Background: an optimization exercise with open tools, aiming at small area, a short achievable clock period and few clock cycles per item. Do not read the settings as production practice. RTL that was checked went through simulation tests only; none was proved equivalent to the original. For runs 4 and 5, only the layout was checked, not whether the RTL still works. Power figures rest on the tool's default switching activity, not on a simulated workload.

==> flow/design.v <==
module gear_param_sched #(
   parameter int GEAR_W      = 8,
   parameter int PARAM_W     = 40,
   parameter int DEPTH       = 32,
   parameter int STABLE_CNT  = 4,
   parameter int ACK_TIMEOUT = 1023,
   parameter logic [PARAM_W-1:0] PARAM_DEFAULT = '0
) (
   input  logic                     clk,
   input  logic                     rst_n,
   input  logic [GEAR_W-1:0]        gear_in,
   input  logic                     cfg_we,
   input  logic [$clog2(DEPTH)-1:0] cfg_addr,
   input  logic                     cfg_valid,
   input  logic [GEAR_W-1:0]        cfg_code,
   input  logic [PARAM_W-1:0]       cfg_param,
   output logic [PARAM_W-1:0]       param_out,
   output logic                     param_req,
   input  logic                     param_ack,
   output logic                     busy,
   output logic                     unknown_err,
   output logic                     timeout_err,
   input  logic                     err_clr
);
   localparam int IDX_W = $clog2(DEPTH);
   localparam int TMO_W = $clog2(ACK_TIMEOUT + 1);
   localparam int NTAP  = 8;
   localparam int SPAN  = DEPTH / NTAP;      
   localparam int HI_W  = $clog2(NTAP);
   localparam int LO_W  = $clog2(SPAN);
   logic [GEAR_W-1:0]  sync1_q, sync2_q, prev_q;
   logic [2:0]         stab_q, stab_d;
   logic               restart, ready;
   logic [DEPTH-1:0]   rv_q;
   logic [GEAR_W-1:0]  rc_q [DEPTH];
   logic [PARAM_W-1:0] rp_q [DEPTH];
   logic [IDX_W-1:0]   rot_q;
   logic               wpend_q, cmt_q;
   logic [IDX_W-1:0]   wa_q;
   logic               wv_q;
   logic [GEAR_W-1:0]  wc_q;
   logic [PARAM_W-1:0] wp_q;
   logic               commit;
   logic               best_f_q;
   logic [IDX_W-1:0]   best_i_q;
   logic [PARAM_W-1:0] best_p_q;
   logic [TMO_W-1:0]   tmo_q;
   logic [PARAM_W-1:0] param_q;
   logic               req_q;
   logic               act_valid_q, miss_valid_q;
   logic [GEAR_W-1:0]  act_code_q, miss_code_q;
   logic               unk_q, tmo_err_q;
   assign commit  = wpend_q && (rot_q == wa_q);
   assign restart = (sync2_q != prev_q) || wpend_q || cmt_q;
   assign ready   = (stab_q == 3'd2) || (stab_q == 3'd3);
   always_comb begin
      if (restart)
         stab_d = 3'd0;
      else if (stab_q == 3'd3)
         stab_d = 3'd3;
      else
         stab_d = stab_q + 3'd1;
   end
   logic [NTAP-1:0]    tmatch, tsel;
   logic [HI_W-1:0]    rot_hi;
   logic               cand_f, take;
   logic [IDX_W-1:0]   cand_i;
   logic [PARAM_W-1:0] cand_p;
   assign rot_hi = rot_q[IDX_W-1:LO_W];
   always_comb begin
      for (int j = 0; j < NTAP; j++)
         tmatch[j] = rv_q[j*SPAN] && (rc_q[j*SPAN] == sync2_q);
   end
   always_comb begin
      logic [HI_W-1:0] hi;
      logic            found;
      cand_f = 1'b0;
      hi     = '0;
      found  = 1'b0;
      tsel   = '0;
      for (int h = 0; h < NTAP; h++) begin
         if (!found && tmatch[HI_W'(h) - rot_hi]) begin
            found = 1'b1;
            hi    = HI_W'(h);
            tsel[HI_W'(h) - rot_hi] = 1'b1;
         end
      end
      cand_f = found;
      cand_i = {hi, rot_q[LO_W-1:0]};
   end
   always_comb begin
      cand_p = '0;
      for (int j = 0; j < NTAP; j++)
         cand_p = cand_p | ({PARAM_W{tsel[j]}} & rp_q[j*SPAN]);
   end
   assign take = cand_f && (restart || !best_f_q || (cand_i < best_i_q));
   logic idle, qual, supp, go, hit;
   assign idle = !req_q;
   assign qual = ready && !restart;
   assign supp = (act_valid_q && (sync2_q == act_code_q)) ||
                 (miss_valid_q && (sync2_q == miss_code_q));
   assign go   = idle && qual && !supp && !cfg_we;
   assign hit  = take || best_f_q;
   logic req_fall;
   assign req_fall = req_q && (param_ack || (tmo_q == TMO_W'(ACK_TIMEOUT - 1)));
   always_ff @(posedge clk or negedge rst_n) begin
      if (!rst_n) begin
         sync1_q      <= '0;
         sync2_q      <= '0;
         prev_q       <= '0;
         stab_q       <= 3'd5;
         rv_q         <= '0;
         rot_q        <= '0;
         wpend_q      <= 1'b0;
         cmt_q        <= 1'b0;
         best_f_q     <= 1'b0;
         tmo_q        <= '0;
         param_q      <= PARAM_DEFAULT;
         req_q        <= 1'b0;
         act_valid_q  <= 1'b0;
         act_code_q   <= '0;
         miss_valid_q <= 1'b0;
         miss_code_q  <= '0;
         unk_q        <= 1'b0;
         tmo_err_q    <= 1'b0;
      end else begin
         sync1_q <= gear_in;
         sync2_q <= sync1_q;
         prev_q  <= sync2_q;
         stab_q  <= stab_d;
         rot_q   <= rot_q + IDX_W'(1);
         for (int p = 0; p < DEPTH - 1; p++)
            rv_q[p] <= rv_q[p+1];
         rv_q[DEPTH-1] <= commit ? wv_q : rv_q[0];
         if (cfg_we)
            wpend_q <= 1'b1;
         else if (commit)
            wpend_q <= 1'b0;
         cmt_q <= commit;
         if (restart)
            best_f_q <= cand_f;
         else if (take)
            best_f_q <= 1'b1;
         if (go) begin
            if (hit) begin
               req_q       <= 1'b1;
               tmo_q       <= '0;
               act_valid_q <= 1'b1;
               act_code_q  <= sync2_q;
            end else begin
               miss_valid_q <= 1'b1;
               miss_code_q  <= sync2_q;
            end
         end else if (req_fall) begin
            req_q <= 1'b0;
         end else if (req_q) begin
            tmo_q <= tmo_q + TMO_W'(1);
         end
         if (go && hit)
            param_q <= take ? cand_p : best_p_q;
         if (cfg_we) begin
            act_valid_q  <= 1'b0;
            miss_valid_q <= 1'b0;
         end
         unk_q     <= (go && !hit) || (unk_q && !err_clr);
         tmo_err_q <= (req_fall && !param_ack) || (tmo_err_q && !err_clr);
      end
   end
   always_ff @(posedge clk) begin
      if (cfg_we) begin
         wa_q <= cfg_addr;
         wv_q <= cfg_valid;
         wc_q <= cfg_code;
         wp_q <= cfg_param;
      end
      if (take)
         best_i_q <= cand_i;
      if (take)
         best_p_q <= cand_p;
   end
   for (genvar p = 0; p < DEPTH; p++) begin : g_ring
      if (p == DEPTH - 1) begin : g_port
         always_ff @(posedge clk) begin
            rc_q[p] <= commit ? wc_q : rc_q[0];
            rp_q[p] <= commit ? wp_q : rp_q[0];
         end
      end else begin : g_shift
         always_ff @(posedge clk) begin
            rc_q[p] <= rc_q[p+1];
            rp_q[p] <= rp_q[p+1];
         end
      end
   end
   assign param_out   = param_q;
   assign param_req   = req_q;
   assign busy        = req_q;
   assign unknown_err = unk_q;
   assign timeout_err = tmo_err_q;
endmodule
==> flow/run.sh <==
#!/bin/bash
# synth_recipe.tcl (not shown) runs the flow's synth.tcl, then flattens the netlist and writes it again
# the make line also repeats each setting of config.mk as NAME=value (left out here)
make -C /OpenROAD-flow-scripts/flow DESIGN_CONFIG=/design/flow/config.mk WORK_HOME=/design/flow/orfs CLKGATE_MAP_FILE= SYNTH_SCRIPT=/design/flow/synth_recipe.tcl finish
==> flow/config.mk <==
export PLATFORM = sky130hd
export DESIGN_NAME = gear_param_sched
export DESIGN_NICKNAME = gear_param_sched
export VERILOG_FILES = /design/flow/design.v
export SDC_FILE = /design/flow/constraint.sdc
export NUM_CORES = 4
export LEC_CHECK = 0
export CAP_MARGIN = 20
export CORE_MARGIN = 2
export CORE_UTILIZATION = 45
export PLACE_DENSITY = 0.6
export SLEW_MARGIN = 20
==> flow/constraint.sdc <==
create_clock -name core_clock -period 6.0 [get_ports {clk}]
set_input_delay 1.2000 -clock core_clock [delete_from_list [all_inputs] [get_ports {clk}]]
set_output_delay 1.2000 -clock core_clock [all_outputs]
set_load 0.01 [all_outputs]
==> results.py, run 1 <==
metrics = {
    "placed_design": {
        "port_buffers": 110,
        "place.gp.congestion": 0.871,
        "hpwlAfterDp_um": 59700,
        "placedCellCount": 4614,
    },
    "sta": {
        "finalWorstPathRequiredPeriod_ns": 5.30,
        "setup_viol_count_final": 0,
        "finalCritPeriodShare_pct": 88.4,
        "grt_setup_unrepaired": "false",
        "finalClockSkew_ns": 0.0376,
        "max_freq_mhz": 189,
        "finalHoldViolations": 0,
        "slew-limit-headroom_pct": 28.8,
        "finalSetupTns_ns": 0,
        "tightestPinTransition_ns": 1.06,
        "slew_viol_final": 0,
    },
    "worst_setup_path": {
        "timing.setup.critical_path_class": "flop to flop",
        "cp_startpoint_kind": "flop",
        "reg2reg_depth": 13,
        "data_arrival_critical_path_ns": 5.93,
        "rr_startpoint": "sync2_q[0]$_DFF_PN0_",
        "crit_required_ns": 6.62,
        "cell_class_contributing_the_biggest_share_of_worst_path_delay": "simple AND/OR/NAND/NOR gates",
        "setup.worst_path.end_class": "flop",
        "path_cells": "xnor2_1 > nand3_1 > nor4_2 > a21oi_1 > mux4_2 > o2111a_1 > and3_4 > a32oi_1 > nand4_1 > buf_12 > a221o_1 > nor3_2 > o31ai_1",
        "timing.critical_path.slowest_stage_cell": "sky130_fd_sc_hd__dfrtp_1",
        "path_max_fanout": 16,
        "setup.reg_to_reg.worst_slack_ns": 0.70,
        "largest_stage_delay_on_the_critical_path_ns": 0.94,
        "timing.rr.end": "param_q[19]$_DFFE_PN0P_",
        "critPathBufInv": 1,
        "cp-startpoint": "sync2_q[0]$_DFF_PN0_",
    },
    "floorplan": {
        "floorplan.die.height_um": 323,
        "design.portCount": 111,
        "placement_rows": 117,
        "die_area_um2": 105000,
        "core_area_um2": 101000,
        "floorplan.initialDensity_pct": 45.2,
        "fp.dieW_um": 323,
    },
    "run_status": {
        "status": "complete, no violations",
    },
    "power": {
        "internal_power_mw": 18.2,
        "power_density_nw_per_um2": 421,
        "netSwitchingPower_mw": 4.62,
        "power_leakage_nw": 22.4,
        "share_of_power_burned_in_combinational_logic_pct": 0.8,
        "clock_network_power_share_pct": 45.5,
        "p_seq_share_pct": 53.7,
        "worst_ir_drop_vdd_v": 0.000279,
        "power_switching_share_pct": 20.2,
    },
    "synth": {
        "syn_avg_cell_area_um2": 14.3,
        "synth_seq_area_share_pct": 80.2,
        "synth_enable_flop_cells": 59,
        "postSynth.asyncResetShare_pct": 7.78,
        "syn_area_um2": 45900,
        "ys_types": 88,
        "synth-main-ff-cell": "sky130_fd_sc_hd__dfxtp_1",
        "yosys_warnings": 3,
        "syn-instance-count": 3201,
        "synth-seq-cells": 1773,
        "synth_fp_nets": 3289,
    },
    "cts": {
        "tritoncts_clock_tree": "built",
        "post_cts_buffers": 0,
        "clock_sink_count": 1773,
        "cts_hold_buf": 0,
        "cts_max_path_buffers": 3,
        "cts_root_buf": "sky130_fd_sc_hd__clkbuf_16",
        "clkTransAtPathRegs_ns": 0.07,
        "clk_latency_ns": 0.75,
        "cts-buffers-inserted": 162,
        "htree_num_levels": 4,
        "cts.repair.resized": 0,
    },
    "routing": {
        "via_count": 24100,
        "antenna_left": 0,
        "remaining_drc_errors": 0,
        "detail_route.vias_per_cell": 4.91,
        "firstDrtPassIters": 5,
        "drt_iter0_markers": 1713,
        "wl_cell_um": 20.2,
        "detailed_route_wl_um": 99300,
    },
    "hold_path": {
        "hold_class": "primary input to async pin",
    },
    "grt": {
        "number_of_global_route_vias_before_repair": 23800,
        "remaining_global_route_overflow": 0,
        "maximum_number_of_pins_on_one_net_before_global_route_repair": 126,
        "number_of_antenna_violations_at_the_first_check_in_global_routing": 1,
        "grt_pass1_wl_um": 148000,
        "grt.total_usage_pct": 19.1,
    },
    "final_layout": {
        "areaGrowthSynthToFinish_pct": 18.2,
        "finalNonFillerCells": 4912,
        "nNetsFinal": 3498,
        "filler_cell_count": 8373,
        "final_layout_size_suffix_gt1_share_pct": 12.3,
        "num_antenna_cells": 0,
    },
    "job": {
        "cap_violations": 0,
    },
}
worst max-delay path by stage:
stage | end | cells after the start
final | param_q[19]$_DFFE_PN0P_ | 13
after global routing | param_q[32]$_DFFE_PN0P_ | 23
after CTS | param_q[23]$_DFFE_PN0P_ | 22
after detailed placement | param_q[23]$_DFFE_PN0P_ | 22
after global placement | param_q[34]$_DFFE_PN0P_ | 13
after floorplan | param_q[19]$_DFFE_PN0P_ | 22
power groups by stage:
stage          Sequential (mW)  Combinational [mW]  Clock, mW
2_1_floorplan             12.5              0.0913          0
3_3_place_gp              12.5               0.188          0
3_5_place_dp              12.5               0.190          0
4_1_cts                   12.3               0.191       10.6
5_1_grt                   12.3               0.204       11.1
6_report                  12.3               0.186       10.4
final cells by class:
type | count | area (um^2) | area share, %
Timing Repair Buffer | 173 | 1640 | 3.02
Multi-Input combinational cell | 1264 | 8410 | 15.5
Tap cell | 1368 | 1710 | 3.16
Clock inverter | 56 | 682 | 1.26
Sequential cell | 1773 | 36800 | 67.8
Inverter | 36 | 135 | 0.249
Clock buffer | 242 | 4870 | 8.98
cells by family after synthesis:
logic type | Yosys count | share of synthesized area [%]
DFF | 1773 | 80.2
AOI/OAI and AO/OA | 420 | 7.14
muxes | 18 | 0.581
adders and majority gates | 21 | 0.573
buffers and inverters | 164 | 1.66
xor gates and xnor gates | 112 | 2.30
and+or+nand+nor | 693 | 7.57
state kept, by name (all words and copies together) (netlist names), 8 cells and up:
| name | cells |
|---|---|
| sync1_q | 8 |
| rv_q | 32 |
| rc_q | 256 |
| param_q | 40 |
| sync2_q | 8 |
| prev_q | 8 |
| act_code_q | 8 |
| wc_q | 8 |
| wp_q | 40 |
| best_p_q | 40 |
| tmo_q | 10 |
| rp_q | 1280 |
| miss_code_q | 8 |
per-layer routing:
| layer | vias to the layer above | GRT usage [%] | wire length [um] |
|---|---|---|---|
| met4 | 0 | 6.54 | 2600 |
| li1 | 11400 | - | - |
| met2 | 739 | 29.2 | 43500 |
| met1 | 11800 | 27.4 | 47500 |
| met5 | - | 0 | 0 |
| met3 | 187 | 3.57 | 5690 |
cell usage in the layout (no fill, tap or decap), types with 20 or more instances in the layout:
master | netlist | routed
sky130_fd_sc_hd__nor3_1 | 37 | 37
sky130_fd_sc_hd__buf_4 | 4 | 59
sky130_fd_sc_hd__clkbuf_8 | 0 | 41
sky130_fd_sc_hd__dfrtp_1 | 136 | 136
sky130_fd_sc_hd__nand2_1 | 271 | 270
sky130_fd_sc_hd__o21a_1 | 30 | 30
sky130_fd_sc_hd__ha_1 | 21 | 21
sky130_fd_sc_hd__edfxtp_1 | 59 | 59
sky130_fd_sc_hd__inv_1 | 34 | 33
sky130_fd_sc_hd__clkbuf_1 | 80 | 34
sky130_fd_sc_hd__and3_1 | 24 | 24
sky130_fd_sc_hd__a221o_1 | 37 | 37
sky130_fd_sc_hd__clkdlybuf4s50_1 | 0 | 108
sky130_fd_sc_hd__nor2_1 | 92 | 92
sky130_fd_sc_hd__o31ai_1 | 95 | 94
sky130_fd_sc_hd__o21ai_0 | 34 | 33
sky130_fd_sc_hd__nor3_2 | 20 | 20
sky130_fd_sc_hd__clkbuf_16 | 0 | 167
sky130_fd_sc_hd__dfxtp_1 | 1576 | 1576
sky130_fd_sc_hd__nor4_1 | 27 | 27
sky130_fd_sc_hd__and2_1 | 24 | 24
sky130_fd_sc_hd__nand3_1 | 86 | 86
sky130_fd_sc_hd__clkinv_2 | 0 | 22
sky130_fd_sc_hd__a21oi_1 | 58 | 53
sky130_fd_sc_hd__xnor2_1 | 51 | 51
sky130_fd_sc_hd__a22o_1 | 21 | 21
sky130_fd_sc_hd__nand4_1 | 61 | 61
sky130_fd_sc_hd__xor2_1 | 51 | 51
through the flow:
stage / utilization, % / instance area [um^2] / power (mW) / hold WS (ns) / setup WS [ns]
4_1_cts: 53.4 / 54200 / 23.1 / 0.231 / 0.729
5_1_grt: 53.4 / 54200 / 23.6 / 0.248 / 0.338
2_1_floorplan: - / 45900 / 12.5 / 0.310 / 1.21
3_5_place_dp: 48.0 / 48700 / 12.7 / 0.312 / 0.727
3_3_place_gp: 48.0 / 48700 / 12.7 / 0.310 / 0.721
6_report: 53.4 / 54200 / 22.8 / 0.286 / 0.696
cells in the mapped netlist, types with 5 or more instances:
| cell type | n | share of area (%) |
|---|---|---|
| sky130_fd_sc_hd__and3_1 | 24 | 0.33 |
| sky130_fd_sc_hd__a211oi_1 | 10 | 0.16 |
| sky130_fd_sc_hd__nand4_1 | 61 | 0.83 |
| sky130_fd_sc_hd__edfxtp_1 | 59 | 3.9 |
| sky130_fd_sc_hd__a31oi_1 | 10 | 0.14 |
| sky130_fd_sc_hd__clkbuf_1 | 80 | 0.65 |
| sky130_fd_sc_hd__or3_1 | 6 | 0.082 |
| sky130_fd_sc_hd__a22o_1 | 21 | 0.40 |
| sky130_fd_sc_hd__xor2_1 | 51 | 0.97 |
| sky130_fd_sc_hd__nor4_1 | 27 | 0.37 |
| sky130_fd_sc_hd__a221oi_2 | 17 | 0.56 |
| sky130_fd_sc_hd__mux4_2 | 5 | 0.25 |
| sky130_fd_sc_hd__dfxtp_1 | 1576 | 69 |
| sky130_fd_sc_hd__nor3_2 | 20 | 0.44 |
| sky130_fd_sc_hd__and2_1 | 24 | 0.33 |
| sky130_fd_sc_hd__a21oi_1 | 58 | 0.63 |
| sky130_fd_sc_hd__dfrtp_1 | 136 | 7.4 |
| sky130_fd_sc_hd__a21o_1 | 7 | 0.11 |
| sky130_fd_sc_hd__nand2_1 | 271 | 2.2 |
| sky130_fd_sc_hd__buf_6 | 14 | 0.34 |
| sky130_fd_sc_hd__a221oi_1 | 8 | 0.15 |
| sky130_fd_sc_hd__mux2_2 | 9 | 0.22 |
| sky130_fd_sc_hd__nor4_2 | 5 | 0.14 |
| sky130_fd_sc_hd__a2111oi_0 | 8 | 0.15 |
| sky130_fd_sc_hd__nor2_1 | 92 | 0.75 |
| sky130_fd_sc_hd__xnor2_2 | 10 | 0.35 |
| sky130_fd_sc_hd__nand2b_1 | 6 | 0.082 |
| sky130_fd_sc_hd__a221o_1 | 37 | 0.81 |
| sky130_fd_sc_hd__a222oi_1 | 6 | 0.13 |
| sky130_fd_sc_hd__a22oi_1 | 19 | 0.31 |
| sky130_fd_sc_hd__nand3_1 | 86 | 0.94 |
| sky130_fd_sc_hd__ha_1 | 21 | 0.57 |
| sky130_fd_sc_hd__buf_2 | 22 | 0.24 |
| sky130_fd_sc_hd__buf_1 | 8 | 0.065 |
| sky130_fd_sc_hd__inv_1 | 34 | 0.28 |
| sky130_fd_sc_hd__o31ai_1 | 95 | 1.6 |
| sky130_fd_sc_hd__o22ai_1 | 6 | 0.082 |
| sky130_fd_sc_hd__o21a_1 | 30 | 0.49 |
| sky130_fd_sc_hd__xnor2_1 | 51 | 0.97 |
| sky130_fd_sc_hd__nor3_1 | 37 | 0.40 |
| sky130_fd_sc_hd__o21ai_0 | 34 | 0.37 |
| sky130_fd_sc_hd__or2_2 | 6 | 0.082 |
| sky130_fd_sc_hd__and4_1 | 6 | 0.11 |
Testbench counts, summed over its fixed seeds: cycles 24,000, lookups 4,000.
==> run 2, diff against run 1 <==
--- a/flow/config.mk
+++ b/flow/config.mk
@@ -9,4 +9,5 @@
 export CORE_MARGIN = 2
 export CORE_UTILIZATION = 45
 export PLACE_DENSITY = 0.6
+export SETUP_SLACK_MARGIN = 3.5
 export SLEW_MARGIN = 20
==> run 2 against run 1 <==
Setup slack better by 0.81 ns. Utilization up 2.2 points. Power up 0.39%. Critical path depth up 12. First-iteration DRC count up 6.7%. Register-to-register slack better by 0.81 ns. Global-route usage up 0.48 points. Sequential share of layout area down 2.6 points. Fmax up 18%. Die area unchanged.
==> results.py, run 2 <==
metrics = {
    "final_layout": {
        "filler_cell_count": 8148,
        "number_of_flip_flops_under_the_largest_register_name": 1280,
        "top_register": "rp_q",
        "nNetsFinal": 3637,
        "final_layout_size_suffix_gt1_share_pct": 20.3,
        "finalNonFillerCells": 5053,
        "final_common_cell": "sky130_fd_sc_hd__dfxtp_1",
        "most-common-layout-cells": "sky130_fd_sc_hd__dfxtp_1 (1,576), sky130_fd_sc_hd__nand2_1 (264), sky130_fd_sc_hd__clkbuf_16 (175)",
        "areaGrowthSynthToFinish_pct": 23.1,
        "layout_top_registers": "rp_q (1280), rc_q (256)",
    },
    "sta": {
        "grt_setup_unrepaired": "true",
        "finalClockSkew_ns": 0.0364,
        "finalWorstPathRequiredPeriod_ns": 4.49,
        "slew-limit-headroom_pct": 33.6,
        "setup_viol_count_final": 0,
        "max_freq_mhz": 223,
        "finalCritPeriodShare_pct": 74.9,
        "tightestPinTransition_ns": 0.994,
        "slew_viol_final": 0,
        "finalSetupTns_ns": 0,
        "finalHoldViolations": 0,
    },
    "floorplan": {
        "floorplan.die.height_um": 323,
        "die_area_um2": 105000,
        "core_area_um2": 101000,
        "floorplan.initialDensity_pct": 45.2,
        "design.portCount": 111,
        "fp.dieW_um": 323,
        "placement_rows": 117,
    },
    "synth": {
        "synth_top_area_share_pct": 68.8,
        "synth_seq_area_share_pct": 80.2,
        "ys_types": 88,
        "synth_enable_flop_cells": 59,
        "yosys.cell_count.top_type": "sky130_fd_sc_hd__dfxtp_1",
        "synth-seq-cells": 1773,
        "synthTopCellsByCount": "sky130_fd_sc_hd__dfxtp_1 (1,576), sky130_fd_sc_hd__nand2_1 (271), sky130_fd_sc_hd__dfrtp_1 (136), sky130_fd_sc_hd__o31ai_1 (95), sky130_fd_sc_hd__nor2_1 (92)",
        "syn_avg_cell_area_um2": 14.3,
        "yosys_warnings": 3,
        "syn-instance-count": 3201,
        "synth_fp_nets": 3289,
        "netlist_top_cells_area": "sky130_fd_sc_hd__dfxtp_1 (69%), sky130_fd_sc_hd__dfrtp_1 (7.4%), sky130_fd_sc_hd__edfxtp_1 (3.9%), sky130_fd_sc_hd__nand2_1 (2.2%), sky130_fd_sc_hd__o31ai_1 (1.6%)",
        "synth-main-ff-cell": "sky130_fd_sc_hd__dfxtp_1",
        "postSynth.asyncResetShare_pct": 7.78,
        "synth_largest_area_cell": "sky130_fd_sc_hd__dfxtp_1",
        "syn_area_um2": 45900,
    },
    "worst_setup_path": {
        "cp_common_cell": "sky130_fd_sc_hd__buf_4",
        "data_arrival_critical_path_ns": 5.14,
        "largest_stage_delay_on_the_critical_path_ns": 0.54,
        "timing.critical_path.slowest_stage_cell": "sky130_fd_sc_hd__dfrtp_4",
        "critPathBufInv": 8,
        "timing.setup.critical_path_class": "flop to flop",
        "cp_startpoint_kind": "flop",
        "cell_class_contributing_the_biggest_share_of_worst_path_delay": "compound AO/OA/AOI/OAI gates",
        "crit_required_ns": 6.64,
        "setup.worst_path.end_class": "flop",
        "path_max_fanout": 12,
    },
    "routing": {
        "detail_route.vias_per_cell": 4.92,
        "via_count": 24900,
        "firstDrtPassIters": 5,
        "antenna_left": 0,
        "detailed_route_wl_um": 102000,
        "wl_cell_um": 20.3,
        "remaining_drc_errors": 0,
        "drt_iter0_markers": 1828,
    },
    "grt": {
        "remaining_global_route_overflow": 0,
        "grt_pass1_wl_um": 152000,
        "maximum_number_of_pins_on_one_net_before_global_route_repair": 59,
        "grt.total_usage_pct": 19.6,
        "number_of_global_route_vias_before_repair": 24300,
        "number_of_antenna_violations_at_the_first_check_in_global_routing": 1,
    },
    "power": {
        "power_leakage_nw": 23.7,
        "power_density_nw_per_um2": 406,
        "worst_ir_drop_vdd_v": 0.000253,
    },
    "cts": {
        "clk_latency_ns": 0.77,
        "cts-buffers-inserted": 164,
        "tritoncts_clock_tree": "built",
        "cts_max_path_buffers": 3,
        "htree_num_levels": 4,
        "cts_root_buf": "sky130_fd_sc_hd__clkbuf_16",
        "clkTransAtPathRegs_ns": 0.06,
        "clock_sink_count": 1773,
    },
    "placed_design": {
        "placedCellCount": 4614,
        "hpwlAfterDp_um": 58900,
        "port_buffers": 110,
        "place.gp.congestion": 0.875,
    },
    "job": {
        "cap_violations": 0,
    },
    "hold_path": {
        "hold_class": "flop to flop",
    },
    "run_status": {
        "status": "complete, no violations",
    },
}
-- run 2: cell counts after synthesis --
No cell type changed its count.
-- run 2: path summary, 6_finish.rpt --
| check | start | endpoint | slack (ns) | cells after the start |
|---|---|---|---|---|
| max | sync2_q[5]$_DFF_PN0_ | param_q[18]$_DFFE_PN0P_ | 1.51 | 25 |
| min | rp_q[18][3]$_DFF_P_ | rp_q[17][3]$_DFF_P_ | 0.31 | 0 |
| max reg2reg | sync2_q[5]$_DFF_PN0_ | param_q[18]$_DFFE_PN0P_ | 1.51 | 25 |
| min reg2reg | rp_q[18][3]$_DFF_P_ | rp_q[17][3]$_DFF_P_ | 0.31 | 0 |
| max in group asynchronous | rst_n | param_q[17]$_DFFE_PN0P_ | 4.37 | 2 |
| min in group asynchronous | rst_n | sync1_q[5]$_DFF_PN0_ | 0.39 | 1 |
-- run 2: cells by family after synthesis --
family	count (synthesis)	synth area share [%]
flip-flops	1773	80.2
AND/OR/NAND/NOR	693	7.57
AO/OA/AOI/OAI	420	7.14
buffers and inverters	164	1.66
XOR/XNOR	112	2.30
adder cells (fa/ha/maj)	21	0.573
multiplexers	18	0.581
-- run 2: metrics by stage --
stage | hold WS, ns | power (mW) | setup slack [ns] | util, % | cell area (um^2)
2_1_floorplan | 0.310 | 12.6 | 1.91 | - | 46200
3_3_place_gp | 0.310 | 12.7 | 0.962 | 48.2 | 48900
3_5_place_dp | 0.312 | 12.7 | 0.931 | 48.2 | 48900
4_1_cts | 0.303 | 23.1 | 1.58 | 55.0 | 55800
5_1_grt | 0.310 | 23.6 | 1.35 | 55.7 | 56500
6_report | 0.309 | 22.9 | 1.51 | 55.7 | 56500
-- run 2: layout make-up --
class / count / area [um^2] / area share, %
inverters: 36 / 175 / 0.310
repair buffers: 309 / 2890 / 5.12
clock inverters: 43 / 518 / 0.917
flip-flops and latches: 1773 / 36800 / 65.2
multi-input cells: 1265 / 9310 / 16.5
diodes: 1 / 2.50 / 0.00443
well taps: 1368 / 1710 / 3.03
clock buffers: 258 / 5050 / 8.94
-- run 2: metal layers --
metal	GRT usage, %	share of wire (%)
met1	28.1	48
met2	29.5	44
met3	4.01	5.5
met4	6.85	2.6
met5	0	0
-- run 2: what timing repair did --
item,in CTS,in global routing
pin swaps,34,31
setup endpoints to repair,213,165
hold buffers,0,0
setup buffers,92,39
endpoints found under the hold margin,0,0
gates resized for setup,337,71
cloned,5,1
-- run 2: report_power, final --
part | switching (mW) | total, mW | internal, mW
Combinational | 0.127 | 0.247 | 0.120
Clock | 4.36 | 10.4 | 6.05
Sequential | 0.117 | 12.3 | 12.1
Total | 4.61 | 22.9 | 18.3
==> run 3, diff against run 2 <==
--- a/flow/config.mk
+++ b/flow/config.mk
@@ -5,6 +5,7 @@
 export SDC_FILE = /design/flow/constraint.sdc
 export NUM_CORES = 4
 export LEC_CHECK = 0
+export ABC_CLOCK_PERIOD_IN_PS = 2500
 export CAP_MARGIN = 20
 export CORE_MARGIN = 2
 export CORE_UTILIZATION = 45
==> run 3 against run 2 <==
Die area unchanged. Global-route usage is the same. Clock power about the same. First-iteration DRC count unchanged. Critical endpoint unchanged. Largest cell class unchanged. Largest power group unchanged.
==> results.py, run 3 <==
metrics = {
    "synth": {
        "synth_seq_area_share_pct": 80.2,
        "syn-instance-count": 3201,
        "syn_avg_cell_area_um2": 14.3,
        "synth_top_area_share_pct": 68.8,
        "postSynth.asyncResetShare_pct": 7.78,
        "netlist_top_cells_area": "sky130_fd_sc_hd__dfxtp_1 (69%), sky130_fd_sc_hd__dfrtp_1 (7.4%), sky130_fd_sc_hd__edfxtp_1 (3.9%), sky130_fd_sc_hd__nand2_1 (2.2%), sky130_fd_sc_hd__o31ai_1 (1.6%)",
        "ys_types": 88,
        "synth-main-ff-cell": "sky130_fd_sc_hd__dfxtp_1",
        "syn_area_um2": 45900,
        "synthTopCellsByCount": "sky130_fd_sc_hd__dfxtp_1 (1,576), sky130_fd_sc_hd__nand2_1 (271), sky130_fd_sc_hd__dfrtp_1 (136), sky130_fd_sc_hd__o31ai_1 (95), sky130_fd_sc_hd__nor2_1 (92)",
        "synth_enable_flop_cells": 59,
        "yosys_warnings": 3,
        "synth_fp_nets": 3289,
        "synth_largest_area_cell": "sky130_fd_sc_hd__dfxtp_1",
        "yosys.cell_count.top_type": "sky130_fd_sc_hd__dfxtp_1",
        "synth-seq-cells": 1773,
    },
    "floorplan": {
        "floorplan.die.height_um": 323,
        "core_area_um2": 101000,
        "floorplan.initialDensity_pct": 45.2,
        "design.portCount": 111,
        "fp.dieW_um": 323,
        "placement_rows": 117,
        "die_area_um2": 105000,
    },
    "power": {
        "netSwitchingPower_mw": 4.61,
        "power_density_nw_per_um2": 406,
        "total_power_mw": 22.9,
        "power_switching_share_pct": 20.1,
        "worst_ir_drop_vdd_v": 0.000253,
        "clock_network_power_share_pct": 45.4,
        "internal_power_mw": 18.3,
        "p_seq_share_pct": 53.5,
        "share_of_power_burned_in_combinational_logic_pct": 1.1,
        "power_leakage_nw": 23.7,
    },
    "sta": {
        "finalSetupTns_ns": 0,
        "finalHoldViolations": 0,
        "setup_viol_count_final": 0,
        "max_freq_mhz": 223,
        "hold_ws_ns": 0.309,
        "slew_viol_final": 0,
        "grt_setup_unrepaired": "true",
        "finalWorstPathRequiredPeriod_ns": 4.49,
        "layout_setup_ws_ns": 1.51,
        "finalClockSkew_ns": 0.0364,
        "finalCritPeriodShare_pct": 74.9,
        "tightestPinTransition_ns": 0.994,
        "slew-limit-headroom_pct": 33.6,
    },
    "final_layout": {
        "areaGrowthSynthToFinish_pct": 23.1,
        "final_design_area_no_fill_um2": 56500,
        "final_common_cell": "sky130_fd_sc_hd__dfxtp_1",
        "post-route-util_pct": 55.7,
        "most-common-layout-cells": "sky130_fd_sc_hd__dfxtp_1 (1,576), sky130_fd_sc_hd__nand2_1 (264), sky130_fd_sc_hd__clkbuf_16 (175)",
        "final_layout_size_suffix_gt1_share_pct": 20.3,
        "nNetsFinal": 3637,
        "layout_top_registers": "rp_q (1280), rc_q (256)",
        "number_of_flip_flops_under_the_largest_register_name": 1280,
        "top_register": "rp_q",
        "finalNonFillerCells": 5053,
        "multi_input_area_um2": 9310,
        "ff_latch_area_um2": 36800,
        "filler_cell_count": 8148,
    },
    "routing": {
        "firstDrtPassIters": 5,
        "drt_iter0_markers": 1828,
        "detailed_route_wl_um": 102000,
        "detail_route.vias_per_cell": 4.92,
        "remaining_drc_errors": 0,
        "wl_cell_um": 20.3,
        "antenna_left": 0,
        "via_count": 24900,
    },
    "cts": {
        "clock_sink_count": 1773,
        "cts_max_path_buffers": 3,
        "cts_root_buf": "sky130_fd_sc_hd__clkbuf_16",
        "clk_latency_ns": 0.77,
        "clkTransAtPathRegs_ns": 0.06,
        "tritoncts_clock_tree": "built",
        "cts_hold_buf": 0,
        "htree_num_levels": 4,
        "cts-buffers-inserted": 164,
    },
    "worst_setup_path": {
        "timing.setup.critical_path_class": "flop to flop",
        "cp_startpoint_kind": "flop",
        "setup.worst_path.end_class": "flop",
        "reg2reg_depth": 25,
        "data_arrival_critical_path_ns": 5.14,
        "crit_required_ns": 6.64,
        "path_max_fanout": 12,
    },
    "grt": {
        "number_of_antenna_violations_at_the_first_check_in_global_routing": 1,
        "grt_pass1_wl_um": 152000,
        "remaining_global_route_overflow": 0,
        "grt.total_usage_pct": 19.6,
        "maximum_number_of_pins_on_one_net_before_global_route_repair": 59,
        "number_of_global_route_vias_before_repair": 24300,
    },
    "run_status": {
        "status": "complete, no violations",
    },
    "placed_design": {
        "placedCellCount": 4614,
        "preCtsSetupSlack_ns": 0.931,
        "place.gp.congestion": 0.875,
        "hpwlAfterDp_um": 58900,
        "port_buffers": 110,
        "dpl-instance-area_um2": 48900,
    },
    "job": {
        "cap_violations": 0,
    },
    "hold_path": {
        "hold_class": "flop to flop",
        "whs_path_depth": 0,
    },
}
## run 3: cell families (layout without fill, tap and decap cells)
logic type               Yosys count  count (layout)  share of synthesized area [%]
AO/OA/AOI/OAI                    420             420                           7.14
XOR/XNOR                         112             112                           2.30
adder cells (fa/ha/maj)           21              21                          0.573
buffers and inverters            164             646                           1.66
flip-flops                      1773            1773                           80.2
multiplexers                      18              18                          0.581
other                              0               1                              0
AND/OR/NAND/NOR                  693             694                           7.57
## run 3: path summary, 6_finish.rpt
path | start | endpoint | slack [ns]
worst max register to register | sync2_q[5]$_DFF_PN0_ | param_q[18]$_DFFE_PN0P_ | 1.51
worst min-delay path | rp_q[18][3]$_DFF_P_ | rp_q[17][3]$_DFF_P_ | 0.31
worst max-delay path | sync2_q[5]$_DFF_PN0_ | param_q[18]$_DFFE_PN0P_ | 1.51
min in group asynchronous | rst_n | sync1_q[5]$_DFF_PN0_ | 0.39
worst min register to register | rp_q[18][3]$_DFF_P_ | rp_q[17][3]$_DFF_P_ | 0.31
max in group asynchronous | rst_n | param_q[17]$_DFFE_PN0P_ | 4.37
## run 3: power groups by stage
| stage | clock (mW) | combinational (mW) | sequential [mW] |
|---|---|---|---|
| 2_1_floorplan | 0 | 0.0957 | 12.5 |
| 3_3_place_gp | 0 | 0.194 | 12.5 |
| 3_5_place_dp | 0 | 0.194 | 12.5 |
| 4_1_cts | 10.6 | 0.231 | 12.3 |
| 5_1_grt | 11.1 | 0.267 | 12.3 |
| 6_report | 10.4 | 0.247 | 12.3 |
## run 3: layer usage
metal  routed length [um]  GRT usage (%)  part of all wire (%)
met1                49000           28.1                    48
met2                45100           29.5                    44
met3                 5680           4.01                   5.5
met4                 2680           6.85                   2.6
met5                    0              0                     0
## run 3: worst max-delay path: stages (launching register included)
cell                       delay (ns)
sky130_fd_sc_hd__dfrtp_4         0.54
sky130_fd_sc_hd__buf_4           0.18
sky130_fd_sc_hd__xnor2_2         0.22
sky130_fd_sc_hd__nand3_2         0.13
sky130_fd_sc_hd__nor4_4          0.39
sky130_fd_sc_hd__buf_4           0.21
sky130_fd_sc_hd__nor3_4          0.07
sky130_fd_sc_hd__a22oi_2         0.25
sky130_fd_sc_hd__nand2_2         0.17
sky130_fd_sc_hd__a21boi_2        0.17
sky130_fd_sc_hd__o22ai_1         0.08
sky130_fd_sc_hd__a21o_1          0.20
sky130_fd_sc_hd__ha_1            0.27
sky130_fd_sc_hd__o21ai_1         0.05
sky130_fd_sc_hd__a21boi_1        0.12
sky130_fd_sc_hd__o21ai_1         0.07
sky130_fd_sc_hd__nand2b_1        0.08
sky130_fd_sc_hd__inv_2           0.05
sky130_fd_sc_hd__o21ai_4         0.21
sky130_fd_sc_hd__buf_4           0.15
sky130_fd_sc_hd__buf_6           0.11
sky130_fd_sc_hd__clkinv_8        0.11
sky130_fd_sc_hd__buf_12          0.15
sky130_fd_sc_hd__buf_16          0.16
sky130_fd_sc_hd__nor2_2          0.12
sky130_fd_sc_hd__o31ai_1         0.09
## run 3: what timing repair did
action | in CTS | in global routing
endpoints found under the setup margin | 213 | 165
buffers inserted | 92 | 39
cloned | 5 | 1
pin swaps | 34 | 31
gates resized for setup | 337 | 71
## run 3: final cells by class
| cell class | instances | area share, % |
|---|---|---|
| Clock buffer | 258 | 8.94 |
| Timing Repair Buffer | 309 | 5.12 |
| Sequential cell | 1773 | 65.2 |
| Clock inverter | 43 | 0.917 |
| Inverter | 36 | 0.310 |
| Tap cell | 1368 | 3.03 |
| Antenna cell | 1 | 0.00443 |
| Multi-Input combinational cell | 1265 | 16.5 |
==> run 4, diff against run 3 <==
--- a/flow/design.v
+++ b/flow/design.v
@@ -36,13 +36,10 @@
    logic [PARAM_W-1:0] rp_q [DEPTH];
    logic [IDX_W-1:0]   rot_q;
    logic               wpend_q, cmt_q;
-   logic [IDX_W-1:0]   wa_q;
-   logic               wv_q;
-   logic [GEAR_W-1:0]  wc_q;
-   logic [PARAM_W-1:0] wp_q;
+   logic [IDX_W-1:0]   wa;
+   logic               wv;
    logic               commit;
    logic               best_f_q;
-   logic [IDX_W-1:0]   best_i_q;
    logic [PARAM_W-1:0] best_p_q;
    logic [TMO_W-1:0]   tmo_q;
    logic [PARAM_W-1:0] param_q;
@@ -50,7 +47,9 @@
    logic               act_valid_q, miss_valid_q;
    logic [GEAR_W-1:0]  act_code_q, miss_code_q;
    logic               unk_q, tmo_err_q;
-   assign commit  = wpend_q && (rot_q == wa_q);
+   assign wa      = act_code_q[IDX_W-1:0];
+   assign wv      = act_code_q[IDX_W];
+   assign commit  = wpend_q && (rot_q == {wa[2:0], wa[4:3]});
    assign restart = (sync2_q != prev_q) || wpend_q || cmt_q;
    assign ready   = (stab_q == 3'd2) || (stab_q == 3'd3);
    always_comb begin
@@ -63,37 +62,32 @@
    end
    logic [NTAP-1:0]    tmatch, tsel;
    logic [HI_W-1:0]    rot_hi;
+   logic [LO_W-1:0]    rot_lo;
    logic               cand_f, take;
-   logic [IDX_W-1:0]   cand_i;
    logic [PARAM_W-1:0] cand_p;
+   logic [LO_W-1:0]    best_b_q;
    assign rot_hi = rot_q[IDX_W-1:LO_W];
+   assign rot_lo = rot_q[LO_W-1:0];
    always_comb begin
       for (int j = 0; j < NTAP; j++)
          tmatch[j] = rv_q[j*SPAN] && (rc_q[j*SPAN] == sync2_q);
    end
    always_comb begin
-      logic [HI_W-1:0] hi;
-      logic            found;
-      cand_f = 1'b0;
-      hi     = '0;
-      found  = 1'b0;
-      tsel   = '0;
-      for (int h = 0; h < NTAP; h++) begin
-         if (!found && tmatch[HI_W'(h) - rot_hi]) begin
-            found = 1'b1;
-            hi    = HI_W'(h);
-            tsel[HI_W'(h) - rot_hi] = 1'b1;
+      for (int j = 0; j < NTAP; j++) begin
+         tsel[j] = tmatch[j];
+         for (int k = 0; k < NTAP; k++) begin
+            if (k != j && (HI_W'(k + rot_hi) < HI_W'(j + rot_hi)) && tmatch[k])
+               tsel[j] = 1'b0;
          end
       end
-      cand_f = found;
-      cand_i = {hi, rot_q[LO_W-1:0]};
+      cand_f = |tmatch;
    end
    always_comb begin
       cand_p = '0;
       for (int j = 0; j < NTAP; j++)
          cand_p = cand_p | ({PARAM_W{tsel[j]}} & rp_q[j*SPAN]);
    end
-   assign take = cand_f && (restart || !best_f_q || (cand_i < best_i_q));
+   assign take = cand_f && !wpend_q && (restart || !best_f_q || (rot_lo < best_b_q));
    logic idle, qual, supp, go, hit;
    assign idle = !req_q;
    assign qual = ready && !restart;
@@ -131,14 +125,14 @@
          rot_q   <= rot_q + IDX_W'(1);
          for (int p = 0; p < DEPTH - 1; p++)
             rv_q[p] <= rv_q[p+1];
-         rv_q[DEPTH-1] <= commit ? wv_q : rv_q[0];
+         rv_q[DEPTH-1] <= commit ? wv : rv_q[0];
          if (cfg_we)
             wpend_q <= 1'b1;
          else if (commit)
             wpend_q <= 1'b0;
          cmt_q <= commit;
          if (restart)
-            best_f_q <= cand_f;
+            best_f_q <= cand_f && !wpend_q;
          else if (take)
             best_f_q <= 1'b1;
          if (go) begin
@@ -161,28 +155,26 @@
          if (cfg_we) begin
             act_valid_q  <= 1'b0;
             miss_valid_q <= 1'b0;
+            act_code_q   <= GEAR_W'({cfg_valid, cfg_addr});
+            miss_code_q  <= cfg_code;
          end
          unk_q     <= (go && !hit) || (unk_q && !err_clr);
          tmo_err_q <= (req_fall && !param_ack) || (tmo_err_q && !err_clr);
       end
    end
    always_ff @(posedge clk) begin
-      if (cfg_we) begin
-         wa_q <= cfg_addr;
-         wv_q <= cfg_valid;
-         wc_q <= cfg_code;
-         wp_q <= cfg_param;
-      end
       if (take)
-         best_i_q <= cand_i;
-      if (take)
+         best_b_q <= rot_lo;
+      if (cfg_we)
+         best_p_q <= cfg_param;
+      else if (take)
          best_p_q <= cand_p;
    end
    for (genvar p = 0; p < DEPTH; p++) begin : g_ring
       if (p == DEPTH - 1) begin : g_port
          always_ff @(posedge clk) begin
-            rc_q[p] <= commit ? wc_q : rc_q[0];
-            rp_q[p] <= commit ? wp_q : rp_q[0];
+            rc_q[p] <= commit ? miss_code_q : rc_q[0];
+            rp_q[p] <= commit ? best_p_q : rp_q[0];
          end
       end else begin : g_shift
          always_ff @(posedge clk) begin
--- a/flow/config.mk
+++ b/flow/config.mk
@@ -5,7 +5,6 @@
 export SDC_FILE = /design/flow/constraint.sdc
 export NUM_CORES = 4
 export LEC_CHECK = 0
-export ABC_CLOCK_PERIOD_IN_PS = 2500
 export CAP_MARGIN = 20
 export CORE_MARGIN = 2
 export CORE_UTILIZATION = 45
==> run 4 against run 3 <==
Largest power group unchanged. Non-clock buffer count up 129. Via count decreased by 3.8%. Register-to-register slack gained 1.2 ns. Synthesized cell count decreased by 6.3%. Final area up 0.75%. Sequential share of layout area down 3.5 points. Fmax increased by 35%. Hold slack got worse by 0.0014 ns. Largest cell class unchanged.
==> results.py, run 4 <==
metrics = {
    "run_status": {
        "status": "complete, no violations",
    },
    "synth": {
        "postSynth.asyncResetShare_pct": 8.04,
        "syn-instance-count": 3000,
        "synth_seq_area_share_pct": 81.4,
        "synth-main-ff-cell": "sky130_fd_sc_hd__dfxtp_1",
        "synth_fp_nets": 3090,
        "syn_avg_cell_area_um2": 14.4,
        "synth-seq-cells": 1716,
        "netlist_top_cells_area": "sky130_fd_sc_hd__dfxtp_1 (73%), sky130_fd_sc_hd__dfrtp_1 (7.9%), sky130_fd_sc_hd__nand2_1 (2.4%), sky130_fd_sc_hd__xnor2_1 (1.5%), sky130_fd_sc_hd__o31ai_1 (1.0%)",
        "synth_largest_area_cell": "sky130_fd_sc_hd__dfxtp_1",
        "synthTopCellsByCount": "sky130_fd_sc_hd__dfxtp_1 (1,576), sky130_fd_sc_hd__nand2_1 (273), sky130_fd_sc_hd__dfrtp_1 (136), sky130_fd_sc_hd__nor2_1 (94), sky130_fd_sc_hd__xnor2_1 (73)",
        "syn_area_um2": 43100,
        "yosys.cell_count.top_type": "sky130_fd_sc_hd__dfxtp_1",
        "yosys_warnings": 3,
        "ys_types": 85,
        "synth_top_area_share_pct": 73.2,
        "synth_enable_flop_cells": 2,
    },
    "placed_design": {
        "dpl-instance-area_um2": 45900,
        "hpwlAfterDp_um": 58300,
        "port_buffers": 110,
        "placedCellCount": 4296,
        "place.gp.congestion": 0.889,
    },
    "worst_setup_path": {
        "timing.critical_path.slowest_stage_cell": "sky130_fd_sc_hd__dfrtp_4",
        "cell_class_contributing_the_biggest_share_of_worst_path_delay": "simple AND/OR/NAND/NOR gates",
        "path_max_fanout": 5,
        "cp_startpoint_kind": "flop",
        "cp-startpoint": "rot_q[2]$_DFF_PN0_",
        "crit_required_ns": 6.59,
        "data_arrival_critical_path_ns": 3.92,
        "rr_startpoint": "rot_q[2]$_DFF_PN0_",
        "largest_stage_delay_on_the_critical_path_ns": 0.47,
        "timing.setup.critical_path_class": "flop to flop",
        "critPathBufInv": 5,
        "setup.worst_path.end_class": "flop",
        "reg2reg_depth": 14,
        "worstSetupPathDepth": 14,
        "path_cells": "inv_8 > ha_4 > buf_6 > or2_4 > a311o_2 > nor4_4 > nor4_4 > buf_4 > and3_4 > buf_12 > buf_12 > a22oi_2 > and4b_1 > o31ai_1",
    },
    "floorplan": {
        "fp.dieW_um": 313,
        "design.portCount": 111,
        "die_area_um2": 98300,
        "floorplan.initialDensity_pct": 45.4,
        "core_area_um2": 95000,
        "floorplan.die.height_um": 313,
        "placement_rows": 113,
    },
    "hold_path": {
        "whs_path_depth": 0,
        "hold_class": "flop to flop",
        "hold_path_startpoint": "rp_q[23][16]$_DFF_P_",
    },
    "grt": {
        "number_of_global_route_vias_before_repair": 25000,
        "remaining_global_route_overflow": 0,
        "grt_pass1_wl_um": 159000,
        "grt.total_usage_pct": 21.7,
        "maximum_number_of_pins_on_one_net_before_global_route_repair": 90,
        "number_of_antenna_violations_at_the_first_check_in_global_routing": 1,
    },
    "routing": {
        "detail_route.vias_per_cell": 4.90,
        "firstDrtPassIters": 6,
        "remaining_drc_errors": 0,
        "via_count": 23900,
        "antenna_left": 0,
        "drt_iter0_markers": 1712,
        "wl_cell_um": 22.0,
        "detailed_route_wl_um": 108000,
    },
    "power": {
        "total_power_mw": 22.4,
        "power_density_nw_per_um2": 393,
        "power_leakage_nw": 23.0,
        "worst_ir_drop_vdd_v": 0.000253,
    },
    "final_layout": {
        "number_of_flip_flops_under_the_largest_register_name": 1280,
        "final_layout_size_suffix_gt1_share_pct": 26.3,
        "final_design_area_no_fill_um2": 56900,
        "areaGrowthSynthToFinish_pct": 32.0,
        "nNetsFinal": 3576,
        "filler_cell_count": 7104,
        "finalNonFillerCells": 4885,
        "final_common_cell": "sky130_fd_sc_hd__dfxtp_1",
        "layout_top_registers": "rp_q (1280), rc_q (256)",
        "top_register": "rp_q",
        "multi_input_area_um2": 9860,
        "ff_latch_area_um2": 35100,
        "most-common-layout-cells": "sky130_fd_sc_hd__dfxtp_1 (1,576), sky130_fd_sc_hd__nand2_1 (263), sky130_fd_sc_hd__buf_4 (191)",
        "num_antenna_cells": 0,
    },
    "cts": {
        "clkTransAtPathRegs_ns": 0.07,
        "clock_sink_count": 1716,
        "cts_hold_buf": 0,
        "cts-buffers-inserted": 156,
        "cts_root_buf": "sky130_fd_sc_hd__clkbuf_16",
        "cts_max_path_buffers": 3,
        "clk_latency_ns": 0.76,
        "tritoncts_clock_tree": "built",
        "htree_num_levels": 4,
    },
    "sta": {
        "finalCritPeriodShare_pct": 55.6,
        "max_freq_mhz": 300,
        "grt_setup_unrepaired": "true",
        "finalHoldViolations": 0,
        "finalSetupTns_ns": 0,
        "setup_viol_count_final": 0,
        "slew_viol_final": 0,
        "finalWorstPathRequiredPeriod_ns": 3.34,
        "finalClockSkew_ns": 0.0283,
        "slew-limit-headroom_pct": 34.0,
        "tightestPinTransition_ns": 0.990,
    },
    "job": {
        "cap_violations": 0,
    },
}
run 4: cell count changes after synthesis, moves of 14 or more:
| cell | change |
|---|---|
| sky130_fd_sc_hd__xnor2_1 | +22 |
| sky130_fd_sc_hd__edfxtp_1 | -57 |
| sky130_fd_sc_hd__o31ai_1 | -37 |
| sky130_fd_sc_hd__nor3_2 | -17 |
| sky130_fd_sc_hd__nand3_1 | -21 |
| sky130_fd_sc_hd__a221oi_2 | -16 |
| sky130_fd_sc_hd__a21oi_1 | -35 |
| sky130_fd_sc_hd__xor2_1 | -23 |
| sky130_fd_sc_hd__nor4_1 | +30 |
| sky130_fd_sc_hd__clkbuf_1 | -18 |
| sky130_fd_sc_hd__o21a_1 | -27 |
| sky130_fd_sc_hd__or3_1 | +14 |
| sky130_fd_sc_hd__and2_1 | -22 |
run 4: per-stage QoR:
step / worst slack [ns] / utilization [%] / hold WS [ns]
4_1_cts: 2.69 / 58.6 / 0.310
6_report: 2.66 / 59.9 / 0.307
3_3_place_gp: 1.12 / 48.4 / 0.310
5_1_grt: 2.61 / 59.9 / 0.320
2_1_floorplan: 3.06 / - / 0.310
3_5_place_dp: 1.21 / 48.4 / 0.312
run 4: layout make-up:
class / instances / area share [%]
clock inverters: 69 / 1.53
inverters: 47 / 0.385
well taps: 1265 / 2.78
flip-flops and latches: 1716 / 61.7
repair buffers: 438 / 8.36
clock buffers: 223 / 7.89
multi-input cells: 1127 / 17.3
run 4: timing repair:
item,CTS,global route
hold endpoints to repair,0,0
endpoints found under the setup margin,207,158
setup buffers,230,43
cloned,18,6
pin swaps,131,102
resized for setup,583,118
run 4: path summary, 6_finish.rpt:
path / to / slack [ns]
setup / recovery: best_p_q[23]$_DFF_P_ / 2.66
hold / removal: rp_q[22][16]$_DFF_P_ / 0.31
setup reg to reg: best_p_q[23]$_DFF_P_ / 2.66
hold reg to reg: rp_q[22][16]$_DFF_P_ / 0.31
max in group asynchronous: param_q[28]$_DFFE_PN0P_ / 4.31
min in group asynchronous: sync1_q[1]$_DFF_PN0_ / 0.54
run 4: kinds of logic (layout without fill, tap and decap cells):
| logic type | after synthesis | count (layout) | share of synthesized area, % |
|---|---|---|---|
| XOR/XNOR | 103 | 103 | 2.18 |
| multiplexers | 17 | 17 | 0.398 |
| AND/OR/NAND/NOR | 698 | 701 | 8.28 |
| AO/OA/AOI/OAI | 282 | 283 | 5.32 |
| flip-flops | 1716 | 1716 | 81.4 |
| buffers and inverters | 161 | 777 | 1.79 |
| adder cells (fa/ha/maj) | 23 | 23 | 0.668 |
run 4: routing by layer:
| layer | wire (um) | global-route usage (%) | vias up | share of wire [%] |
|---|---|---|---|---|
| met5 | 13 | 0 | - | 0.012 |
| met2 | 49200 | 34.1 | 691 | 46 |
| met4 | 3460 | 8.28 | 2 | 3.2 |
| met3 | 5290 | 4.22 | 204 | 4.9 |
| met1 | 49600 | 29.8 | 11900 | 46 |
| li1 | - | - | 11200 | - |
run 4: report_power, final:
part | switching [mW] | total [mW] | internal (mW)
logic | 0.216 | 0.394 | 0.177
clock network | 4.23 | 10.1 | 5.88
registers | 0.137 | 11.8 | 11.7
total | 4.58 | 22.4 | 17.8
==> run 5, diff against run 4 <==
--- a/flow/design.v
+++ b/flow/design.v
@@ -24,7 +24,7 @@
 );
    localparam int IDX_W = $clog2(DEPTH);
    localparam int TMO_W = $clog2(ACK_TIMEOUT + 1);
-   localparam int NTAP  = 8;
+   localparam int NTAP  = 16;
    localparam int SPAN  = DEPTH / NTAP;      
    localparam int HI_W  = $clog2(NTAP);
    localparam int LO_W  = $clog2(SPAN);
@@ -49,7 +49,7 @@
    logic               unk_q, tmo_err_q;
    assign wa      = act_code_q[IDX_W-1:0];
    assign wv      = act_code_q[IDX_W];
-   assign commit  = wpend_q && (rot_q == {wa[2:0], wa[4:3]});
+   assign commit  = wpend_q && (rot_q == {wa[3:0], wa[4]});
    assign restart = (sync2_q != prev_q) || wpend_q || cmt_q;
    assign ready   = (stab_q == 3'd2) || (stab_q == 3'd3);
    always_comb begin
@@ -60,41 +60,46 @@
       else
          stab_d = stab_q + 3'd1;
    end
-   logic [NTAP-1:0]    tmatch, tsel;
-   logic [HI_W-1:0]    rot_hi;
-   logic [LO_W-1:0]    rot_lo;
-   logic               cand_f, take;
+   logic [NTAP-1:0]    tmatch, tsel_d, tsel_q;
+   logic               take;
    logic [PARAM_W-1:0] cand_p;
-   logic [LO_W-1:0]    best_b_q;
-   assign rot_hi = rot_q[IDX_W-1:LO_W];
-   assign rot_lo = rot_q[LO_W-1:0];
+   logic               best_b_q;
    always_comb begin
       for (int j = 0; j < NTAP; j++)
-         tmatch[j] = rv_q[j*SPAN] && (rc_q[j*SPAN] == sync2_q);
+         tmatch[j] = rv_q[j*SPAN+1] && (rc_q[j*SPAN+1] == sync2_q);
+   end
+   logic [NTAP-1:0] wrap_m, mw;
+   always_comb begin
+      wrap_m = '0;
+      for (int r = 0; r < DEPTH; r++)
+         if (rot_q == IDX_W'(r))
+            for (int j = 0; j < NTAP; j++)
+               wrap_m[j] = (j + ((r + 1) % DEPTH) / 2) >= NTAP;
    end
    always_comb begin
+      logic [NTAP-1:0] src;
+      logic            seen;
+      mw   = tmatch & wrap_m;
+      src  = (|mw) ? mw : tmatch;
+      seen = 1'b0;
       for (int j = 0; j < NTAP; j++) begin
-         tsel[j] = tmatch[j];
-         for (int k = 0; k < NTAP; k++) begin
-            if (k != j && (HI_W'(k + rot_hi) < HI_W'(j + rot_hi)) && tmatch[k])
-               tsel[j] = 1'b0;
-         end
+         tsel_d[j] = src[j] && !seen;
+         seen      = seen || src[j];
       end
-      cand_f = |tmatch;
    end
    always_comb begin
       cand_p = '0;
       for (int j = 0; j < NTAP; j++)
-         cand_p = cand_p | ({PARAM_W{tsel[j]}} & rp_q[j*SPAN]);
+         cand_p = cand_p | ({PARAM_W{tsel_q[j]}} & rp_q[j*SPAN]);
    end
-   assign take = cand_f && !wpend_q && (restart || !best_f_q || (rot_lo < best_b_q));
+   assign take = (|tsel_q) && !restart && !wpend_q && (!best_f_q || (rot_q[0] < best_b_q));
    logic idle, qual, supp, go, hit;
    assign idle = !req_q;
    assign qual = ready && !restart;
    assign supp = (act_valid_q && (sync2_q == act_code_q)) ||
                  (miss_valid_q && (sync2_q == miss_code_q));
    assign go   = idle && qual && !supp && !cfg_we;
-   assign hit  = take || best_f_q;
+   assign hit  = best_f_q;
    logic req_fall;
    assign req_fall = req_q && (param_ack || (tmo_q == TMO_W'(ACK_TIMEOUT - 1)));
    always_ff @(posedge clk or negedge rst_n) begin
@@ -132,7 +137,7 @@
             wpend_q <= 1'b0;
          cmt_q <= commit;
          if (restart)
-            best_f_q <= cand_f && !wpend_q;
+            best_f_q <= 1'b0;
          else if (take)
             best_f_q <= 1'b1;
          if (go) begin
@@ -151,7 +156,7 @@
             tmo_q <= tmo_q + TMO_W'(1);
          end
          if (go && hit)
-            param_q <= take ? cand_p : best_p_q;
+            param_q <= best_p_q;
          if (cfg_we) begin
             act_valid_q  <= 1'b0;
             miss_valid_q <= 1'b0;
@@ -163,8 +168,9 @@
       end
    end
    always_ff @(posedge clk) begin
+      tsel_q <= tsel_d;
       if (take)
-         best_b_q <= rot_lo;
+         best_b_q <= rot_q[0];
       if (cfg_we)
          best_p_q <= cfg_param;
       else if (take)
==> run 5 against run 4 <==
Critical path type unchanged. Register-to-register slack got worse by 0.07 ns. Sequential power hardly changed. Hold slack lost 0.0041 ns. Sequential cell count is 15 higher. Area after synthesis increased by 3.1%. Fmax shrank 2.0%. Final area shrank 4.1%.
==> results.py, run 5 <==
metrics = {
    "run_status": {
        "status": "complete, no violations",
    },
    "synth": {
        "synth-main-ff-cell": "sky130_fd_sc_hd__dfxtp_1",
        "synth-seq-cells": 1731,
        "synth_largest_area_cell": "sky130_fd_sc_hd__dfxtp_1",
        "netlist_top_cells_area": "sky130_fd_sc_hd__dfxtp_1 (70%), sky130_fd_sc_hd__dfrtp_1 (7.7%), sky130_fd_sc_hd__a22oi_1 (3.2%), sky130_fd_sc_hd__edfxtp_1 (2.8%), sky130_fd_sc_hd__nand2_1 (2.7%)",
        "syn-instance-count": 3143,
        "synth_fp_nets": 3220,
        "syn_avg_cell_area_um2": 14.1,
        "synth_top_area_share_pct": 69.9,
        "postSynth.asyncResetShare_pct": 7.97,
        "yosys_warnings": 3,
        "syn_area_um2": 44400,
        "synth_enable_flop_cells": 41,
        "yosys.cell_count.top_type": "sky130_fd_sc_hd__dfxtp_1",
        "ys_types": 75,
        "synthTopCellsByCount": "sky130_fd_sc_hd__dfxtp_1 (1,552), sky130_fd_sc_hd__nand2_1 (316), sky130_fd_sc_hd__a22oi_1 (189), sky130_fd_sc_hd__dfrtp_1 (136), sky130_fd_sc_hd__xnor2_1 (128)",
        "synth_seq_area_share_pct": 80.5,
    },
    "floorplan": {
        "floorplan.die.height_um": 318,
        "placement_rows": 115,
        "floorplan.initialDensity_pct": 45.3,
        "core_area_um2": 98100,
        "design.portCount": 111,
        "die_area_um2": 101000,
        "fp.dieW_um": 318,
    },
    "cts": {
        "clk_latency_ns": 0.75,
        "htree_num_levels": 4,
        "cts_max_path_buffers": 3,
        "cts-buffers-inserted": 161,
        "clock_sink_count": 1731,
        "cts_hold_buf": 0,
        "cts_root_buf": "sky130_fd_sc_hd__clkbuf_16",
        "tritoncts_clock_tree": "built",
        "clkTransAtPathRegs_ns": 0.06,
    },
    "power": {
        "internal_power_mw": 17.9,
        "worst_ir_drop_vdd_v": 0.000259,
        "p_seq_share_pct": 53.4,
        "netSwitchingPower_mw": 4.67,
        "total_power_mw": 22.5,
        "power_leakage_nw": 22.1,
        "share_of_power_burned_in_combinational_logic_pct": 1.5,
        "clock_network_power_share_pct": 45.2,
        "power_switching_share_pct": 20.7,
        "power_density_nw_per_um2": 413,
    },
    "placed_design": {
        "dpl-instance-area_um2": 47000,
        "preCtsSetupSlack_ns": 2.08,
        "place.gp.congestion": 0.843,
        "port_buffers": 110,
        "hpwlAfterDp_um": 60900,
    },
    "final_layout": {
        "final_common_cell": "sky130_fd_sc_hd__dfxtp_1",
        "layout_top_registers": "rp_q (1280), rc_q (256)",
        "nNetsFinal": 3531,
        "areaGrowthSynthToFinish_pct": 22.8,
        "num_antenna_cells": 0,
        "number_of_flip_flops_under_the_largest_register_name": 1280,
        "final_layout_size_suffix_gt1_share_pct": 18.3,
        "most-common-layout-cells": "sky130_fd_sc_hd__dfxtp_1 (1,536), sky130_fd_sc_hd__nand2_1 (257), sky130_fd_sc_hd__a22oi_1 (187)",
        "final_design_area_no_fill_um2": 54600,
        "top_register": "rp_q",
    },
    "sta": {
        "slew_viol_final": 0,
        "finalCritPeriodShare_pct": 56.7,
        "finalClockSkew_ns": 0.0312,
        "slew-limit-headroom_pct": 42.5,
        "max_freq_mhz": 294,
        "grt_setup_unrepaired": "true",
        "finalHoldViolations": 0,
        "tightestPinTransition_ns": 0.863,
        "finalSetupTns_ns": 0,
        "setup_viol_count_final": 0,
        "finalWorstPathRequiredPeriod_ns": 3.40,
        "hold_ws_ns": 0.303,
        "layout_setup_ws_ns": 2.60,
    },
    "routing": {
        "wl_cell_um": 22.4,
        "antenna_left": 0,
        "detailed_route_wl_um": 109000,
        "via_count": 24600,
        "firstDrtPassIters": 5,
        "detail_route.vias_per_cell": 5.05,
        "remaining_drc_errors": 0,
        "drt_iter0_markers": 1755,
    },
    "grt": {
        "maximum_number_of_pins_on_one_net_before_global_route_repair": 56,
        "number_of_antenna_violations_at_the_first_check_in_global_routing": 1,
        "grt_pass1_wl_um": 164000,
        "remaining_global_route_overflow": 0,
        "number_of_global_route_vias_before_repair": 25900,
        "grt.total_usage_pct": 21.4,
    },
    "worst_setup_path": {
        "rr_startpoint": "rot_q[0]$_DFF_PN0_",
        "path_cells": "ha_4 > and3_4 > ha_4 > nand2b_4 > or3_4 > or4_4 > o21a_1 > and3_4 > nand3_2 > nand2_1 > or4_4 > nor4b_4",
        "setup.worst_path.end_class": "flop",
        "timing.rr.end": "tsel_q[15]$_DFF_P_",
        "setup.reg_to_reg.worst_slack_ns": 2.60,
        "timing.setup.critical_path_class": "flop to flop",
        "path_max_fanout": 8,
        "timing.critical_path.slowest_stage_cell": "sky130_fd_sc_hd__or4_4",
        "cp_startpoint_kind": "flop",
        "crit_required_ns": 6.63,
        "reg2reg_depth": 12,
        "data_arrival_critical_path_ns": 4.04,
        "largest_stage_delay_on_the_critical_path_ns": 0.62,
    },
    "job": {
        "cap_violations": 0,
    },
    "hold_path": {
        "whs_path_depth": 0,
        "hold_path_startpoint": "rp_q[29][31]$_DFF_P_",
        "hold_crit_endpoint": "rp_q[28][31]$_DFF_P_",
        "hold_class": "flop to flop",
    },
}
-- run 5: cell count changes in the layout (fill, tap and decap cells not counted), sizes merged, moves of 41 or more --
| cell | delta |
|---|---|
| buf | -162 |
| nor2 | -65 |
| nor4 | -57 |
| a22oi | +173 |
| nand2 | +43 |
| a221oi | +57 |
| o31ai | -53 |
| a22o | +41 |
| xnor2 | +53 |
-- run 5: critical path: cells and delay by family, from the launching register on --
family          cells  cell delay, ns
fa+ha+maj           2            0.34
flops               1            0.43
compound gates      1            0.14
simple gates        9            2.37
-- run 5: through the flow --
step | instances | util (%)
after floorplan | 3143 | -
after global routing | 4875 | 55.6
after CTS | 4845 | 54.9
final | 4875 | 55.6
after global placement | 4455 | 47.9
after detailed placement | 4455 | 47.9
-- run 5: cells by family (layout without fill, tap and decap cells) --
kind of cell | count (synthesis) | count (layout) | synth area share, %
compound gates | 433 | 433 | 7.41
buf+inv | 176 | 615 | 1.61
xor+xnor | 166 | 166 | 3.27
simple gates | 599 | 605 | 6.30
mux | 28 | 28 | 0.659
fa+ha+maj | 10 | 10 | 0.282
flops | 1731 | 1731 | 80.5
-- run 5: per-layer routing --
metal  part of all wire, %  track usage (%)  wire (um)
met1                    46             29.5      50200
met2                    47             34.8      51000
met3                   5.0             3.94       5430
met4                   2.2             5.83       2380
met5                     0                0          0
-- run 5: area by class of cell --
cell class / instances / area, um^2
Sequential cell: 1731 / 35800
Timing Repair Buffer: 269 / 2620
Inverter: 49 / 200
Fill cell: 7825 / 43600
Clock buffer: 237 / 4710
Clock inverter: 60 / 721
Tap cell: 1287 / 1610
Multi-Input combinational cell: 1242 / 8890
-- run 5: repair_timing --
| item | in CTS | in global routing |
|---|---|---|
| cloned | 11 | 0 |
| resized for setup | 363 | 107 |
| setup buffers | 82 | 30 |
| setup endpoints to repair | 220 | 190 |
| pin swaps | 75 | 44 |
-- run 5: worst max path at each step --
stage	to	from	cells past startpoint	slack [ns]
after floorplan	tsel_q[13]$_DFF_P_	rot_q[0]$_DFF_PN0_	14	2.51
after global placement	tsel_q[13]$_DFF_P_	rot_q[2]$_DFF_PN0_	10	2.12
after detailed placement	tsel_q[13]$_DFF_P_	rot_q[2]$_DFF_PN0_	10	2.08
after CTS	tsel_q[15]$_DFF_P_	rot_q[2]$_DFF_PN0_	11	2.63
after global routing	tsel_q[15]$_DFF_P_	rot_q[1]$_DFF_PN0_	12	2.52
final	tsel_q[15]$_DFF_P_	rot_q[0]$_DFF_PN0_	12	2.60
-- run 5: power groups by stage --
stage / Clock (mW) / Sequential, mW / Combinational (mW)
after global routing: 10.8 / 12.1 / 0.358
final: 10.2 / 12.0 / 0.333
after floorplan: 0 / 12.2 / 0.168
after global placement: 0 / 12.3 / 0.297
after CTS: 10.3 / 12.0 / 0.328
after detailed placement: 0 / 12.3 / 0.297

[separate check: timing with driven ports]
How much do the figures lean on ideal ports? The routed layouts below were timed once more, with nothing changed but the port constraints.
Step 1 sets driving cells, clkbuf_16 on the clock port and buf_2 on the other inputs (assumed; they add their load-dependent delay and slew).
Step 2 also shifts input and output timing later by t, the mid clock arrival at the registers, as if the neighbouring blocks saw the same clock.
Three values: no drivers, after step 1, after step 2; two values: the first two.
run	shift t [ns]	slack for setup (ns)	worst setup path after step 2	cell pins on the clock port's net
run 1	0.805	0.696 / 0.696 / 0.696	register to register	1
run 2	0.829	1.506 / 1.506 / 1.506	register to register	1
run 3	0.829	1.506 / 1.506 / 1.506	register to register	1
run 4	0.817	2.663 / 2.663 / 2.627	input to register	1
run 5	0.803	2.596 / 2.596 / 2.596	register to register	1
After both steps setup and hold are still met in every run listed. The setup slack of run 4, which loses most, moves by 0.000 ns with the drivers and by -0.036 ns with both steps.
